From an optimization exercise on the open Yosys and OpenROAD flow, aimed at a short achievable clock period and few clock cycles; shortcuts taken in it are not production practice.
Function was checked by simulation only, so behaviour that the tests miss may differ from the original.
Power is estimated from default activity; no workload was simulated.

File: design/flow/config.mk
export PLATFORM = sky130hd
export DESIGN_NAME = multicycle_core
export DESIGN_NICKNAME = multicycle_core
export VERILOG_FILES = /design/flow/design.v
export SDC_FILE = /design/flow/constraint.sdc
export NUM_CORES = 4
export LEC_CHECK = 0
export CAP_MARGIN = 40
export CORE_MARGIN = 2
export CORE_UTILIZATION = 40
export SETUP_SLACK_MARGIN = 2.5
export SLEW_MARGIN = 40
File: design/flow/run.sh
#!/bin/bash
# synth_recipe.tcl (not shown) runs the flow's synth.tcl, then flattens the netlist and writes it again
# the make line also repeats each setting of config.mk as NAME=value (left out here)
make -C /OpenROAD-flow-scripts/flow DESIGN_CONFIG=/design/flow/config.mk WORK_HOME=/design/flow/orfs CLKGATE_MAP_FILE= SYNTH_SCRIPT=/design/flow/synth_recipe.tcl finish
File: design/flow/design.v
package core_pkg;
   localparam logic [1:0] OpDp  = 2'b00;
   localparam logic [1:0] OpMem = 2'b01;
   localparam logic [1:0] OpBr  = 2'b10;
   localparam logic [3:0] CmdAnd = 4'b0000;
   localparam logic [3:0] CmdSub = 4'b0010;
   localparam logic [3:0] CmdAdd = 4'b0100;
   localparam logic [3:0] CmdCmp = 4'b1010;
   localparam logic [3:0] CmdOrr = 4'b1100;
   localparam logic [3:0] CmdMov = 4'b1101;
   localparam logic [3:0] CondNv = 4'b1111;
   localparam int FlagN = 3;
   localparam int FlagZ = 2;
   localparam int FlagC = 1;
   localparam int FlagV = 0;
   function automatic logic cond_pass(input logic [3:0] cond, input logic [3:0] nzcv);
      logic n, z, c, v, base;
      n = nzcv[FlagN];
      z = nzcv[FlagZ];
      c = nzcv[FlagC];
      v = nzcv[FlagV];
      case (cond[3:1])
         3'b000:  base = z;
         3'b001:  base = c;
         3'b010:  base = n;
         3'b011:  base = v;
         3'b100:  base = c & !z;
         3'b101:  base = (n == v);
         3'b110:  base = !z & (n == v);
         default: base = 1'b1;
      endcase
      cond_pass = (cond[3:1] == 3'b111) ? !cond[0] : (base ^ cond[0]);
   endfunction
endpackage
module core_alu
#(
   parameter int DATA_W = 32
) (
   input  logic              sel_and_i,
   input  logic              sel_orr_i,
   input  logic              sel_mov_i,
   input  logic              sel_sum_i,
   input  logic              sub_i,
   input  logic [DATA_W-1:0] a_i,
   input  logic [DATA_W-1:0] b_i,
   output logic [DATA_W-1:0] result_o,
   output logic [3:0]        nzcv_o
);
   logic [DATA_W:0]   sum;
   logic [DATA_W-1:0] zc, lres;
   logic              carry, ovf, zero;
   core_add #(
      .W(DATA_W)
   ) u_add (
      .a_i   (a_i),
      .b_i   (b_i),
      .cin_i (sub_i),
      .sum_o (sum[DATA_W-1:0]),
      .cout_o(sum[DATA_W])
   );
   assign lres     = ({DATA_W{sel_and_i}} & (a_i & b_i))
                   | ({DATA_W{sel_orr_i}} & (a_i | b_i))
                   | ({DATA_W{sel_mov_i}} & b_i);
   assign result_o = sel_sum_i ? sum[DATA_W-1:0] : lres;
   assign zc       = {a_i[DATA_W-2:0] | b_i[DATA_W-2:0], sub_i};
   assign zero     = sel_sum_i ? (&(~(a_i ^ b_i ^ zc))) : ~|lres;
   assign carry    = sel_sum_i & sum[DATA_W];
   assign ovf      = sel_sum_i & (a_i[DATA_W-1] == b_i[DATA_W-1]) & (sum[DATA_W-1] != a_i[DATA_W-1]);
   assign nzcv_o   = {result_o[DATA_W-1], zero, carry, ovf};
endmodule
module core_add
#(
   parameter int W = 32
) (
   input  logic [W-1:0] a_i,
   input  logic [W-1:0] b_i,
   input  logic         cin_i,
   output logic [W-1:0] sum_o,
   output logic         cout_o
);
   localparam int L = (W >= 32) ? 6 : (W >= 16) ? 5 : (W >= 8) ? 4 : (W >= 4) ? 3 : (W >= 2) ? 2 : 1;
   logic [W:0] g [L+1];
   logic [W:0] p [L+1];
   assign g[0] = {a_i & b_i, cin_i};
   assign p[0] = {a_i ^ b_i, 1'b0};
   for (genvar l = 0; l < L; l++) begin : g_lvl
      for (genvar i = 0; i <= W; i++) begin : g_bit
         if (i >= (1 << l)) begin : g_op
            assign g[l+1][i] = g[l][i] | (p[l][i] & g[l][i-(1<<l)]);
            assign p[l+1][i] = p[l][i] & p[l][i-(1<<l)];
         end else begin : g_pass
            assign g[l+1][i] = g[l][i];
            assign p[l+1][i] = p[l][i];
         end
      end
   end
   assign sum_o  = p[0][W:1] ^ g[L][W-1:0];
   assign cout_o = g[L][W];
endmodule
module multicycle_core
#(
   parameter int DATA_W   = 32,
   parameter int ADDR_W   = 11,
   parameter int RESET_PC = 0
) (
   input  logic              clk_i,
   input  logic              rst_ni,
   input  logic              start_i,
   output logic [ADDR_W-1:0] imem_addr_o,
   input  logic [31:0]       imem_rdata_i,
   output logic              dmem_req_o,
   output logic              dmem_we_o,
   output logic [ADDR_W-1:0] dmem_addr_o,
   output logic [DATA_W-1:0] dmem_wdata_o,
   input  logic [DATA_W-1:0] dmem_rdata_i,
   input  logic              dmem_ack_i,
   output logic [3:0]        flags_o,
   output logic              halted_o,
   input  logic [3:0]        dbg_sel_i,
   output logic [DATA_W-1:0] dbg_data_o
);
   logic              run_q, halted_q;
   logic [DATA_W-1:0] f_pc_q;                  
   logic              d_valid_q, d_use_hold_q;
   logic [31:0]       d_hold_q;
   logic [DATA_W-1:0] d_pc8_q;                 
   logic [5:0]        d_hip_q, d_him_q;        
   logic [3:0]        flags_q;
   logic [DATA_W-1:0] rf_q [15];               
   logic [14:0]       rf_hz_q, rf_ho_q;        
   logic [15:0]       tkf_q;                   
   logic [15:0]       unk_q;                   
   logic              ex_valid_q, ex_ok_q, ex_mis_q;
   logic              ex_mem_q, ex_halt_q;
   logic              ex_wr_q, ex_setf_q, ex_load_q;
   logic              ex_and_q, ex_orr_q, ex_mov_q, ex_sum_q, ex_sub_q;
   logic [3:0]        ex_rd_q;
   logic [DATA_W-1:0] ex_a_q, ex_b_q, ex_sd_q;
   logic [3:0]        ex_ealo_q;
   logic              ex_eac_q;
   logic [6:0]        ex_eabh_q, ex_eash_q;
   logic [DATA_W-1:0] ex_alt_q, ex_alt4_q, ex_alt8_q, ex_pc4_q;
   logic              pend_q, mwe_q, ld_wv_q;
   logic [ADDR_W-1:0] maddr_q;
   logic [DATA_W-1:0] mwdata_q;
   logic [3:0]        ld_rd_q;
   logic              q_v_q, q_we_q, q_wv_q;
   logic [ADDR_W-1:0] q_addr_q;
   logic [DATA_W-1:0] q_wdata_q;
   logic [3:0]        q_rd_q;
   logic              ex_v;
   logic [DATA_W-1:0] alu_res;
   logic [3:0]        alu_nzcv;
   logic              ex_wr_now, ex_setf_now, ex_fire, ex_mis, halt_now;
   logic [12:0]       ea;
   assign ex_v = ex_valid_q & !halted_q;
   core_alu #(
      .DATA_W(DATA_W)
   ) u_alu (
      .sel_and_i(ex_and_q),
      .sel_orr_i(ex_orr_q),
      .sel_mov_i(ex_mov_q),
      .sel_sum_i(ex_sum_q),
      .sub_i    (ex_sub_q),
      .a_i      (ex_a_q),
      .b_i      (ex_b_q),
      .result_o (alu_res),
      .nzcv_o   (alu_nzcv)
   );
   assign ex_wr_now   = ex_v & ex_wr_q & ex_ok_q;
   assign ex_setf_now = ex_v & ex_setf_q & ex_ok_q;
   assign ex_fire     = ex_v & ex_mem_q & ex_ok_q;
   assign ex_mis      = ex_v & ex_mis_q;
   assign halt_now    = ex_v & ex_halt_q;
   logic [6:0] ea_hi;
   core_add #(.W(7)) u_eahi (.a_i(ex_eabh_q), .b_i(ex_eash_q), .cin_i(ex_eac_q), .sum_o(ea_hi), .cout_o());
   assign ea          = {ea_hi, ex_ealo_q, 2'b00};
   logic [3:0] flags_d;
   assign flags_d = ex_setf_now ? alu_nzcv : flags_q;
   logic ld_ack, ld_we_now, f_wv_eff, q_wv_eff, q_next_v;
   assign ld_ack    = pend_q & dmem_ack_i;
   assign f_wv_eff  = ld_wv_q & !(ex_wr_now & (ex_rd_q == ld_rd_q));
   assign q_wv_eff  = q_wv_q & !(ex_wr_now & (ex_rd_q == q_rd_q));
   assign ld_we_now = ld_ack & f_wv_eff;
   assign q_next_v  = pend_q & ((!dmem_ack_i & (q_v_q | ex_fire)) | (dmem_ack_i & q_v_q & ex_fire));
   logic              dv;
   logic [31:0]       d_ir;
   logic [3:0]        d_cond, d_cmd, d_rn, d_rd, d_rm;
   logic              d_halt, d_dp, d_mem, d_br, d_imm, d_s, d_load, d_cmd_ok, d_sub, d_setf;
   logic [DATA_W-1:0] d_pc4, d_pc8;
   assign dv     = d_valid_q & !halted_q;
   assign d_ir   = d_use_hold_q ? d_hold_q : imem_rdata_i;
   assign d_cond = d_ir[31:28];
   assign d_cmd  = d_ir[24:21];
   assign d_rn   = d_ir[19:16];
   assign d_rd   = d_ir[15:12];
   assign d_rm   = d_ir[3:0];
   assign d_imm  = d_ir[25];
   assign d_s    = d_ir[20];
   assign d_halt = (d_cond == core_pkg::CondNv);
   assign d_dp   = !d_halt & (d_ir[27:26] == core_pkg::OpDp);
   assign d_mem  = !d_halt & (d_ir[27:26] == core_pkg::OpMem);
   assign d_br   = !d_use_hold_q & (imem_rdata_i[27:26] == core_pkg::OpBr);
   assign d_load = d_s;
   assign d_cmd_ok = (d_cmd == core_pkg::CmdAnd) | (d_cmd == core_pkg::CmdSub) |
                     (d_cmd == core_pkg::CmdAdd) | (d_cmd == core_pkg::CmdOrr) |
                     (d_cmd == core_pkg::CmdMov) | (d_cmd == core_pkg::CmdCmp);
   assign d_sub  = (d_cmd == core_pkg::CmdSub) | (d_cmd == core_pkg::CmdCmp);
   assign d_setf = d_dp & d_cmd_ok & (d_s | (d_cmd == core_pkg::CmdCmp));
   assign d_pc8  = d_pc8_q;
   core_add #(.W(DATA_W-2)) u_pc4 (.a_i(d_pc8_q[DATA_W-1:2]), .b_i({(DATA_W-2){1'b1}}), .cin_i(1'b0),
                                   .sum_o(d_pc4[DATA_W-1:2]), .cout_o());
   assign d_pc4[1:0]  = d_pc8_q[1:0];
   logic use_rn, use_rm, use_rd;
   assign use_rn = (d_dp & d_cmd_ok & (d_cmd != core_pkg::CmdMov)) | d_mem;
   assign use_rm = d_dp & d_cmd_ok & !d_imm;
   assign use_rd = d_mem & !d_load;
   function automatic logic [DATA_W-1:0] rd_fwd(
      input logic [3:0] r, input logic [DATA_W-1:0] pc8, input logic exw, input logic [3:0] exr,
      input logic [DATA_W-1:0] exv, input logic ldw, input logic [3:0] ldr,
      input logic [DATA_W-1:0] ldv, input logic [DATA_W-1:0] rfv);
      if (r == 4'hF) rd_fwd = pc8;
      else if (exw && (exr == r)) rd_fwd = exv;
      else if (ldw && (ldr == r)) rd_fwd = ldv;
      else rd_fwd = rfv;
   endfunction
   logic [DATA_W-1:0] rn_rf, rm_rf, rd_rf;
   assign rn_rf = (d_rn == 4'hF) ? '0 : rf_q[d_rn];
   assign rm_rf = (d_rm == 4'hF) ? '0 : rf_q[d_rm];
   assign rd_rf = (d_rd == 4'hF) ? '0 : rf_q[d_rd];
   logic [DATA_W-1:0] rn_val, rm_val, rd_val, op2;
   assign rn_val = rd_fwd(d_rn, d_pc8, ex_wr_now, ex_rd_q, alu_res, ld_we_now, ld_rd_q, dmem_rdata_i, rn_rf);
   assign rm_val = rd_fwd(d_rm, d_pc8, ex_wr_now, ex_rd_q, alu_res, ld_we_now, ld_rd_q, dmem_rdata_i, rm_rf);
   assign rd_val = rd_fwd(d_rd, d_pc8, ex_wr_now, ex_rd_q, alu_res, ld_we_now, ld_rd_q, dmem_rdata_i, rd_rf);
   assign op2    = d_imm ? {{(DATA_W-8){1'b0}}, d_ir[7:0]} : rm_val;
   logic ld_busy, q_ld, ld_fire_now, haz_ld, haz_port, stall;
   assign ld_busy     = pend_q & ld_wv_q & !dmem_ack_i;
   assign q_ld        = q_v_q & q_wv_q;
   assign ld_fire_now = ex_fire & ex_load_q & (ex_rd_q != 4'hF);
   assign haz_ld = (ld_busy & ((use_rn & (d_rn == ld_rd_q)) | (use_rm & (d_rm == ld_rd_q)) |
                               (use_rd & (d_rd == ld_rd_q)))) |
                   (q_ld & ((use_rn & (d_rn == q_rd_q)) | (use_rm & (d_rm == q_rd_q)) |
                            (use_rd & (d_rd == q_rd_q)))) |
                   (ld_fire_now & ((use_rn & (d_rn == ex_rd_q)) | (use_rm & (d_rm == ex_rd_q)) |
                                   (use_rd & (d_rd == ex_rd_q))));
   logic haz_base;
   assign haz_base = d_mem & (d_rn != 4'hF) & ex_wr_now & (ex_rd_q == d_rn);
   assign haz_port = (d_mem & q_next_v) |
                     (d_halt & (ex_fire | (pend_q & (!dmem_ack_i | q_v_q))));
   assign stall    = dv & !ex_mis & (haz_ld | haz_port | haz_base);
   logic [DATA_W-1:0] d_base;
   logic [12:0]       d_simm;
   logic [5:0]        d_ealo;
   logic              d_eac;
   assign d_base = (d_rn == 4'hF) ? d_pc8 :
                   (ld_we_now && (ld_rd_q == d_rn)) ? dmem_rdata_i : rn_rf;
   assign d_simm = d_ir[23] ? {1'b0, d_ir[11:0]} : ~{1'b0, d_ir[11:0]};
   core_add #(.W(6)) u_ealo (.a_i(d_base[5:0]), .b_i(d_simm[5:0]), .cin_i(!d_ir[23]),
                             .sum_o(d_ealo), .cout_o(d_eac));
   logic go_ex;
   assign go_ex = dv & !stall & !ex_mis & !halt_now;
   logic d_ok;
   assign d_ok = core_pkg::cond_pass(d_cond, flags_d);
   logic              d_take, d_redir, d_chk;
   logic       d_short, lo_c;
   logic [4:0] lo_s;
   logic [5:0] hi_pc, hi_p1, hi_m1, hi_sel;
   logic [DATA_W-1:0] br_off, d_tgt, d_tgt4, d_tgt8;
   logic [ADDR_W-1:0] d_tgt_w;
   function automatic logic sel16(input logic [15:0] t, input logic [3:0] c);
      logic [3:0] m;
      for (int g = 0; g < 4; g++) m[g] = t[4*g + c[1:0]];
      sel16 = m[c[3:2]];
   endfunction
   assign d_take  = sel16(tkf_q, imem_rdata_i[31:28]);
   assign d_redir = (imem_rdata_i[27:26] == core_pkg::OpBr) & d_take & d_short;
   assign d_chk   = d_br & !d_halt & (unk_q[d_cond] | !d_short);
   assign br_off  = {{(DATA_W-26){imem_rdata_i[23]}}, imem_rdata_i[23:0], 2'b00};
   core_add #(.W(DATA_W-2)) u_tgt  (.a_i(d_pc8[DATA_W-1:2]), .b_i(br_off[DATA_W-1:2]), .cin_i(1'b0),
                                    .sum_o(d_tgt[DATA_W-1:2]), .cout_o());
   core_add #(.W(DATA_W-2)) u_tgt4 (.a_i(d_pc8[DATA_W-1:2]), .b_i(br_off[DATA_W-1:2]), .cin_i(1'b1),
                                    .sum_o(d_tgt4[DATA_W-1:2]), .cout_o());
   logic [DATA_W-3:0] t8s, t8c;
   assign t8s = d_pc8[DATA_W-1:2] ^ br_off[DATA_W-1:2] ^ (DATA_W-2)'(2);
   assign t8c = {(d_pc8[DATA_W-2:2] & br_off[DATA_W-2:2]) |
                 ({{(DATA_W-4){1'b0}}, 2'b10} & (d_pc8[DATA_W-2:2] | br_off[DATA_W-2:2])), 1'b0};
   core_add #(.W(DATA_W-2)) u_tgt8 (.a_i(t8s), .b_i(t8c), .cin_i(1'b0),
                                    .sum_o(d_tgt8[DATA_W-1:2]), .cout_o());
   assign d_tgt[1:0]  = d_pc8_q[1:0];
   assign d_tgt4[1:0] = d_pc8_q[1:0];
   assign d_tgt8[1:0] = d_pc8_q[1:0];
   assign d_short = (imem_rdata_i[10:4] == {7{imem_rdata_i[4]}});
   assign {lo_c, lo_s} = {1'b0, d_pc8[6:2]} + {1'b0, imem_rdata_i[4:0]};
   assign hi_pc  = d_pc8[12:7];
   assign hi_p1  = d_hip_q;
   assign hi_m1  = d_him_q;
   assign hi_sel = lo_c ? (imem_rdata_i[4] ? hi_pc : hi_p1) : (imem_rdata_i[4] ? hi_m1 : hi_pc);
   assign d_tgt_w = {hi_sel, lo_s};
   logic              rn_fwd, fz_ok, fz, fn, d_logic, za_hz, za_ho, hi_ok;
   logic [DATA_W-1:0] za;
   logic [7:0]        imm8, lowk;
   assign imm8    = d_ir[7:0];
   assign rn_fwd  = (d_rn != 4'hF) & ((ex_wr_now & (ex_rd_q == d_rn)) | (ld_we_now & (ld_rd_q == d_rn)));
   assign fz_ok   = d_imm & !rn_fwd;
   assign za      = (d_rn == 4'hF) ? d_pc8 : rn_rf;
   assign za_hz   = (d_rn == 4'hF) ? ~|d_pc8[DATA_W-1:8] : rf_hz_q[d_rn];
   assign za_ho   = (d_rn == 4'hF) ? &d_pc8[DATA_W-1:8] : rf_ho_q[d_rn];
   assign lowk    = d_sub ? imm8 : (8'd0 - imm8);
   assign hi_ok   = (d_sub || (imm8 == 8'd0)) ? za_hz : za_ho;
   assign d_logic = (d_cmd == core_pkg::CmdAnd) | (d_cmd == core_pkg::CmdOrr) | (d_cmd == core_pkg::CmdMov);
   always_comb begin
      case (d_cmd)
         core_pkg::CmdAnd: begin fz = ~|(za[7:0] & imm8);             fn = 1'b0; end
         core_pkg::CmdOrr: begin fz = za_hz & ~|za[7:0] & ~|imm8;     fn = za[DATA_W-1]; end
         core_pkg::CmdMov: begin fz = ~|imm8;                         fn = 1'b0; end
         default:          begin fz = hi_ok & (za[7:0] == lowk);      fn = 1'b0; end
      endcase
   end
   logic        nx_set;
   logic [3:0]  f_new;
   logic [15:0] tkf_d, unk_d;
   assign nx_set = go_ex & d_setf & d_ok;
   assign f_new  = {fn, fz, 2'b00};
   always_comb begin
      for (int c = 0; c < 16; c++) begin
         unk_d[c] = nx_set & (c < 14) & !(fz_ok & (d_logic | (c < 2)));
         tkf_d[c] = nx_set ? (!unk_d[c] & core_pkg::cond_pass(4'(c), f_new))
                           : core_pkg::cond_pass(4'(c), flags_d);
      end
   end
   logic [DATA_W-1:0] fetch_pc8, f_pc_d, f_pc4, f_pc8;
   core_add #(.W(DATA_W-2)) u_fpc4 (.a_i(f_pc_q[DATA_W-1:2]), .b_i('0), .cin_i(1'b1),
                                    .sum_o(f_pc4[DATA_W-1:2]), .cout_o());
   core_add #(.W(DATA_W-2)) u_fpc8 (.a_i(f_pc_q[DATA_W-1:2]), .b_i((DATA_W-2)'(1)), .cin_i(1'b1),
                                    .sum_o(f_pc8[DATA_W-1:2]), .cout_o());
   assign f_pc4[1:0] = f_pc_q[1:0];
   assign f_pc8[1:0] = f_pc_q[1:0];
   logic [ADDR_W-1:0] base_addr;
   assign base_addr   = ex_mis ? ex_alt_q[ADDR_W+1:2] : f_pc_q[ADDR_W+1:2];
   assign imem_addr_o = d_redir ? d_tgt_w : base_addr;
   always_comb begin
      if (ex_mis) begin
         fetch_pc8 = ex_alt8_q;
         f_pc_d    = ex_alt4_q;
      end else if (d_redir) begin
         fetch_pc8 = d_tgt8;
         f_pc_d    = d_tgt4;
      end else begin
         fetch_pc8 = f_pc8;
         f_pc_d    = f_pc4;
      end
   end
   logic d_redir_ok;
   assign d_redir_ok = (run_q | start_i) & !halted_q & !halt_now & !stall &
                       !(go_ex & d_chk & d_ok);
   logic advance;
   assign advance = (run_q | start_i) & !halted_q & !halt_now & !stall;
   always_ff @(posedge clk_i or negedge rst_ni) begin
      if (!rst_ni) begin
         run_q        <= 1'b0;
         halted_q     <= 1'b0;
         f_pc_q       <= DATA_W'(RESET_PC);
         d_valid_q    <= 1'b0;
         d_use_hold_q <= 1'b0;
         d_hold_q     <= '0;
         d_pc8_q      <= '0;
         d_hip_q      <= 6'd1;
         d_him_q      <= 6'h3F;
         flags_q      <= '0;
         tkf_q        <= '0;
         unk_q        <= '0;
         ex_valid_q   <= 1'b0;
         ex_ok_q      <= 1'b0;
         ex_mis_q     <= 1'b0;
         ex_mem_q     <= 1'b0;
         ex_halt_q    <= 1'b0;
         ex_wr_q      <= 1'b0;
         ex_setf_q    <= 1'b0;
         ex_load_q    <= 1'b0;
         ex_and_q     <= 1'b0;
         ex_orr_q     <= 1'b0;
         ex_mov_q     <= 1'b0;
         ex_sum_q     <= 1'b0;
         ex_sub_q     <= 1'b0;
         ex_rd_q      <= '0;
         ex_a_q       <= '0;
         ex_b_q       <= '0;
         ex_sd_q      <= '0;
         ex_ealo_q    <= '0;
         ex_eac_q     <= 1'b0;
         ex_eabh_q    <= '0;
         ex_eash_q    <= '0;
         ex_alt_q     <= '0;
         ex_alt4_q    <= '0;
         ex_alt8_q    <= '0;
         ex_pc4_q     <= '0;
         pend_q       <= 1'b0;
         mwe_q        <= 1'b0;
         ld_wv_q      <= 1'b0;
         maddr_q      <= '0;
         mwdata_q     <= '0;
         ld_rd_q      <= '0;
         q_v_q        <= 1'b0;
         q_we_q       <= 1'b0;
         q_wv_q       <= 1'b0;
         q_addr_q     <= '0;
         q_wdata_q    <= '0;
         q_rd_q       <= '0;
         for (int i = 0; i < 15; i++) rf_q[i] <= '0;
         rf_hz_q      <= '1;
         rf_ho_q      <= '0;
      end else begin
         if (start_i) run_q <= 1'b1;
         if (halt_now) begin
            halted_q <= 1'b1;
         end
         if (advance) begin
            f_pc_q  <= f_pc_d;
            d_pc8_q <= fetch_pc8;
            d_hip_q <= fetch_pc8[12:7] + 6'd1;
            d_him_q <= fetch_pc8[12:7] - 6'd1;
         end
         d_valid_q    <= (run_q | start_i) & !halted_q & !halt_now;
         d_use_hold_q <= stall;
         d_hold_q     <= d_ir;
         tkf_q        <= tkf_d & {16{d_redir_ok}};
         unk_q        <= unk_d;
         ex_valid_q <= go_ex;
         ex_ok_q    <= d_ok;
         ex_mis_q   <= go_ex & d_chk & d_ok;
         ex_mem_q   <= d_mem;
         ex_halt_q  <= d_halt;
         ex_wr_q    <= d_dp & d_cmd_ok & (d_cmd != core_pkg::CmdCmp) & (d_rd != 4'hF);
         ex_setf_q  <= d_setf;
         ex_load_q  <= d_load;
         ex_and_q   <= (d_cmd == core_pkg::CmdAnd);
         ex_orr_q   <= (d_cmd == core_pkg::CmdOrr);
         ex_mov_q   <= (d_cmd == core_pkg::CmdMov);
         ex_sum_q   <= (d_cmd == core_pkg::CmdAdd) | d_sub;
         ex_sub_q   <= d_sub;
         ex_rd_q    <= d_rd;
         ex_a_q     <= rn_val;
         ex_b_q     <= d_sub ? ~op2 : op2;
         ex_sd_q    <= rd_val;
         ex_ealo_q  <= d_ealo[5:2];
         ex_eac_q   <= d_eac;
         ex_eabh_q  <= d_base[12:6];
         ex_eash_q  <= d_simm[12:6];
         ex_alt_q   <= d_tgt;
         ex_alt4_q  <= d_tgt4;
         ex_alt8_q  <= d_tgt8;
         if (!halted_q && !halt_now) ex_pc4_q <= d_pc4;
         flags_q <= flags_d;
         for (int i = 0; i < 15; i++) begin
            if (ex_wr_now && (ex_rd_q == 4'(i))) begin
               rf_q[i]    <= alu_res;
               rf_hz_q[i] <= ~|alu_res[DATA_W-1:8];
               rf_ho_q[i] <= &alu_res[DATA_W-1:8];
            end else if (ld_we_now && (ld_rd_q == 4'(i))) begin
               rf_q[i]    <= dmem_rdata_i;
               rf_hz_q[i] <= ~|dmem_rdata_i[DATA_W-1:8];
               rf_ho_q[i] <= &dmem_rdata_i[DATA_W-1:8];
            end
         end
         q_wv_q <= q_wv_eff;
         if (!pend_q || ld_ack) begin
            if (q_v_q) begin
               mwe_q    <= q_we_q;
               maddr_q  <= q_addr_q;
               mwdata_q <= q_wdata_q;
               ld_rd_q  <= q_rd_q;
               ld_wv_q  <= q_wv_eff;
            end else begin
               mwe_q    <= !ex_load_q;
               maddr_q  <= ea[ADDR_W+1:2];
               mwdata_q <= ex_sd_q;
               ld_rd_q  <= ex_rd_q;
               ld_wv_q  <= ex_fire & ex_load_q & (ex_rd_q != 4'hF);
            end
            pend_q <= q_v_q | ex_fire;
            q_v_q  <= q_v_q & ex_fire;
         end else begin
            ld_wv_q <= f_wv_eff;
            q_v_q   <= q_v_q | ex_fire;
         end
         if (q_v_q ? (ld_ack & ex_fire) : (pend_q & !ld_ack & ex_fire)) begin
            q_we_q    <= !ex_load_q;
            q_addr_q  <= ea[ADDR_W+1:2];
            q_wdata_q <= ex_sd_q;
            q_rd_q    <= ex_rd_q;
            q_wv_q    <= ex_load_q & (ex_rd_q != 4'hF);
         end
      end
   end
   assign dmem_req_o   = pend_q | ex_fire;
   assign dmem_we_o    = pend_q ? mwe_q : !ex_load_q;
   assign dmem_addr_o  = pend_q ? maddr_q : ea[ADDR_W+1:2];
   assign dmem_wdata_o = pend_q ? mwdata_q : ex_sd_q;
   assign flags_o      = flags_q;
   assign halted_o     = halted_q | halt_now;
   logic [DATA_W-1:0] r15_dbg;
   logic [DATA_W-1:0] dbg_grp [4];
   assign r15_dbg = ex_pc4_q;
   always_comb begin
      for (int g = 0; g < 3; g++) dbg_grp[g] = rf_q[4*g + dbg_sel_i[1:0]];
      case (dbg_sel_i[1:0])
         2'd0:    dbg_grp[3] = rf_q[12];
         2'd1:    dbg_grp[3] = rf_q[13];
         2'd2:    dbg_grp[3] = rf_q[14];
         default: dbg_grp[3] = r15_dbg;
      endcase
      dbg_data_o = dbg_grp[dbg_sel_i[3:2]];
   end
endmodule
File: design/flow/constraint.sdc
create_clock -name core_clock -period 6.5 [get_ports {clk_i}]
set_input_delay 1.3000 -clock core_clock [delete_from_list [all_inputs] [get_ports {clk_i}]]
set_output_delay 1.3000 -clock core_clock [all_outputs]
set_load 0.01 [all_outputs]
==> flow_metrics.tcl <==
set metrics [dict create \
    fin_crit_sh_pct 68.78 \
    layout.nets 7963 \
    hold_viol_final 0 \
    cp_max_fo 7 \
    syn-cell-area_mm2 0.06591 \
    critPathCapture "imem_addr_o[10]" \
    synth_area_leaders "dfrtp_1 (36%), a22oi_1 (6.3%), mux4_2 (5.7%)" \
    grt_pass1_wl_um 567400 \
    worstSkewPairLatency_ps 860 \
    dieHeight_um 409.9 \
    async_reset_ff_share_pct 100.0 \
    grt_overflow 0 \
    worstPathBufferInverterCount 4 \
    relSlewSlack_pct 32.31 \
    drt-total-wl_um 422300 \
    grt_max_degree 143 \
    drtIter0Drc 16111 \
    synth_ff_type "dfrtp_1" \
    stdcell_count 10039 \
    finalCriticalPeriod_ps 4471 \
    yosys.area.top_type "dfrtp_1" \
    reg2reg_depth 16 \
    die_area_mm2 0.1680 \
    ys_warn_count 17 \
    cp-end-kind "output pin" \
    final_core_util_pct 50.91 \
    timing.hold.ws_ps 442.5 \
    synth_edf_count 0 \
    final_cell_mix "dfrtp_1 (931), nand2_1 (675), o21ai_0 (580), a22oi_1 (554), a21oi_1 (535)" \
    cp_data_required_time_ps 5200 \
    dp_hpwl_um 263900 \
    clockBufferDepth 3 \
    wl_per_cell_um 42.06 \
    peakVddDrop_uv 244.1 \
    syn_inst 7408 \
    fmax_ghz 0.2237 \
    vias_per_cell 7.539 \
    first_pass_iters 22 \
    cp.arrival_ps 3170 \
    drc 0 \
    cts.clk_slew.worst_paths_ps 60 \
    coreArea_mm2 0.1631 \
    crit_cells 11 \
    holdCritPathClass "register to register" \
    met2_length_um 160800 \
    cp_cell_sequence "buf_2 > ha_4 > fa_2 > nor2_2 > buf_6 > buf_4 > mux2i_1 > a21oi_2 > nor2_2 > a31oi_2 > buf_2" \
    cts_tree "yes" \
    ys_ff_latch 973 \
    placed_cells 9446 \
    first_global_vias 69522 \
    wl_met3_um 70940 \
    setup_viol 0 \
    cts.sinks 973 \
    outcome "finished clean" \
    met1Wirelength_um 144300 \
    startpoint_type "input port" \
    worst_pin_slew_ps 1015 \
    max_stage_delay_ps 420 \
    slew_viol_final 0 \
    yosysTopAreaCellShare_pct 36.15 \
    finalClockSkew_ps 66.86 \
    antenna_left 0 \
    num_rows 148 \
    drive_above_1_share_pct 23.44 \
    cts_buffers 116 \
    critPathTopFamily "buffers and inverters" \
    rsz0062_at_grt "true" \
    synthDistinctLibCells 98 \
    timing.rr.end "tkf_q[1]" \
    start_util_pct 40.40 \
    portBuffers 164 \
    final_common_cell "dfrtp_1" \
    syn_to_final_growth_pct 26.03 \
    grtUsageTotal_pct 48.20 \
    gp_congestion 1.101 \
    antenna_found_initial 52 \
    leakage_nw 32.60 \
    ctsHtreeMaxLevel 3 \
    die-width_um 409.9 \
    power.density_mw_per_mm2 312.6 \
    crit_path_top_delay_cell "fa_2" \
    cap_violations 0 \
    syn_nets 7656 \
    ff2ff_setup_slack_ps 2110 \
    ios 165 \
    ys_seq_area_share_pct 36.98 \
    critPathLaunch "imem_rdata_i[3]" \
    tns_ps 0 \
    clockRootBuffer "clkbuf_16" \
    crit-reg2reg-launch "ex_b_q[30]" \
    vias 75687 \
    critPathKind "input port to output pin" \
    avgSynthCellArea_um2 8.897 \
    highest_layer "met5" \
]
==> registers in the layout, indices dropped and copies added, names as in the netlist, 5 cells and up <==
signal     count
rf_hz_q       15
ex_pc4_q      32
ex_alt_q      10
d_hip_q        6
mwdata_q      32
tkf_q         15
d_pc8_q       32
q_wdata_q     32
f_pc_q        32
d_hold_q      29
q_addr_q      11
rf_q         480
ex_alt4_q     30
ex_alt8_q     32
ex_eash_q      7
rf_ho_q       15
ex_b_q        32
d_him_q        5
ex_sd_q       32
ex_a_q        32
maddr_q       11
ex_eabh_q      7
==> synthesized netlist by cell type (146+ instances only) <==
library cell	count
a21oi_1	584
o22ai_1	180
xnor2_1	200
nand4_1	146
dfrtp_1	952
a22oi_1	556
nor2_1	551
o21ai_0	625
inv_1	187
ha_1	146
clkbuf_1	604
mux4_2	166
nand2_1	707
==> stage by stage <==
| step | total power, mW | area (um2) | setup slack [ps] |
|---|---|---|---|
| finish | 25.97 | 83060 | 2029 |
| global route | 26.60 | 82960 | 1949 |
| CTS | 24.75 | 79960 | 2025 |
| detailed placement | 16.81 | 72250 | 687.5 |
| global placement | 16.70 | 71870 | 291.3 |
| floorplan | 12.95 | 66660 | 1960 |
==> per-layer routing <==
layer  vias to the layer above  GRT usage, %
met1                     36882         56.69
li1                      28530             -
met2                      7581         63.62
met4                        64         35.64
met5                         -         4.339
met3                      2630         28.18
==> tightest hold or removal path, cell delays in order, from the launching register on <==
cell	delay, ps
dfrtp_1	320
nor2_1	50
inv_1	40
==> worst min path at each step <==
stage / start / to / slack (ps) / cells after the start
after CTS: run_q / run_q / 450 / 2
after global routing: d_hip_q[0] / d_hip_q[0] / 490 / 2
after detailed placement: run_q / run_q / 430 / 2
after floorplan: d_pc8_q[0] / ex_alt8_q[0] / 350 / 0
after global placement: run_q / run_q / 420 / 2
final: run_q / run_q / 440 / 2
==> area by class of cell <==
type	count	area [um2]
tap	2175	2721
fill	14872	80080
timing repair buffer	888	9492
sequential	973	24410
multi-input combinational	5545	41360
clock buffer	156	3323
antenna	51	127.6
clock inverter	60	872.1
inverter	191	748.2
==> report_power, final <==
group / internal (mW) / total [mW] / switching, mW
registers: 7.12 / 8.55 / 1.43
logic: 3.89 / 10.0 / 6.14
clock network: 4.27 / 7.38 / 3.11
total: 15.3 / 26.0 / 10.7
==> cells by family after synthesis <==
family / Yosys count / share of synthesized area (%)
compound gates: 2760 / 27.34
simple gates: 1885 / 13.03
flops: 973 / 36.98
buf+inv: 897 / 5.238
mux: 401 / 9.523
xor+xnor: 315 / 4.186
fa+ha+maj: 177 / 3.698
==> repair_timing <==
item | 4_1_cts | 5_1_grt
hold buffers | 0 | 0
setup buffers | 153 | 123
endpoints found under the setup margin | 366 | 254
resized for setup | 628 | 343
pin swaps | 104 | 129
gates cloned | 28 | 11
Testbench counts, summed over its fixed seeds: cycles 35,861.

[afterwards: timing with drivers on the ports]
The results above use ideal ports. As a check the final layout listed here was re-extracted and re-timed, cells and wires unchanged. Step 1 sets driving cells, clkbuf_16 on the clock port and buf_2 on the other inputs (assumed; they add their load-dependent delay and slew). Step 2 moves the port delays by t, midway between the first and last clock arrival at a register: inputs arrive t later, outputs are due t later. That takes back most of the time a late clock gives input paths. a / b / c = ideal / step 1 / step 2; a / b = the first two.
shift t [ns]: 0.919
setup WS [ns]: 2.029 / 1.344 / 1.344
worst setup path at the end: input to output
slew at the worst register clock pin (ns): 0.07 / 0.07
worst slew at a driven data input, ns: 0.95
After both steps this run still meets setup and hold. For this run, drivers alone change the setup slack by -0.685 ns; drivers and shift together by -0.685 ns.
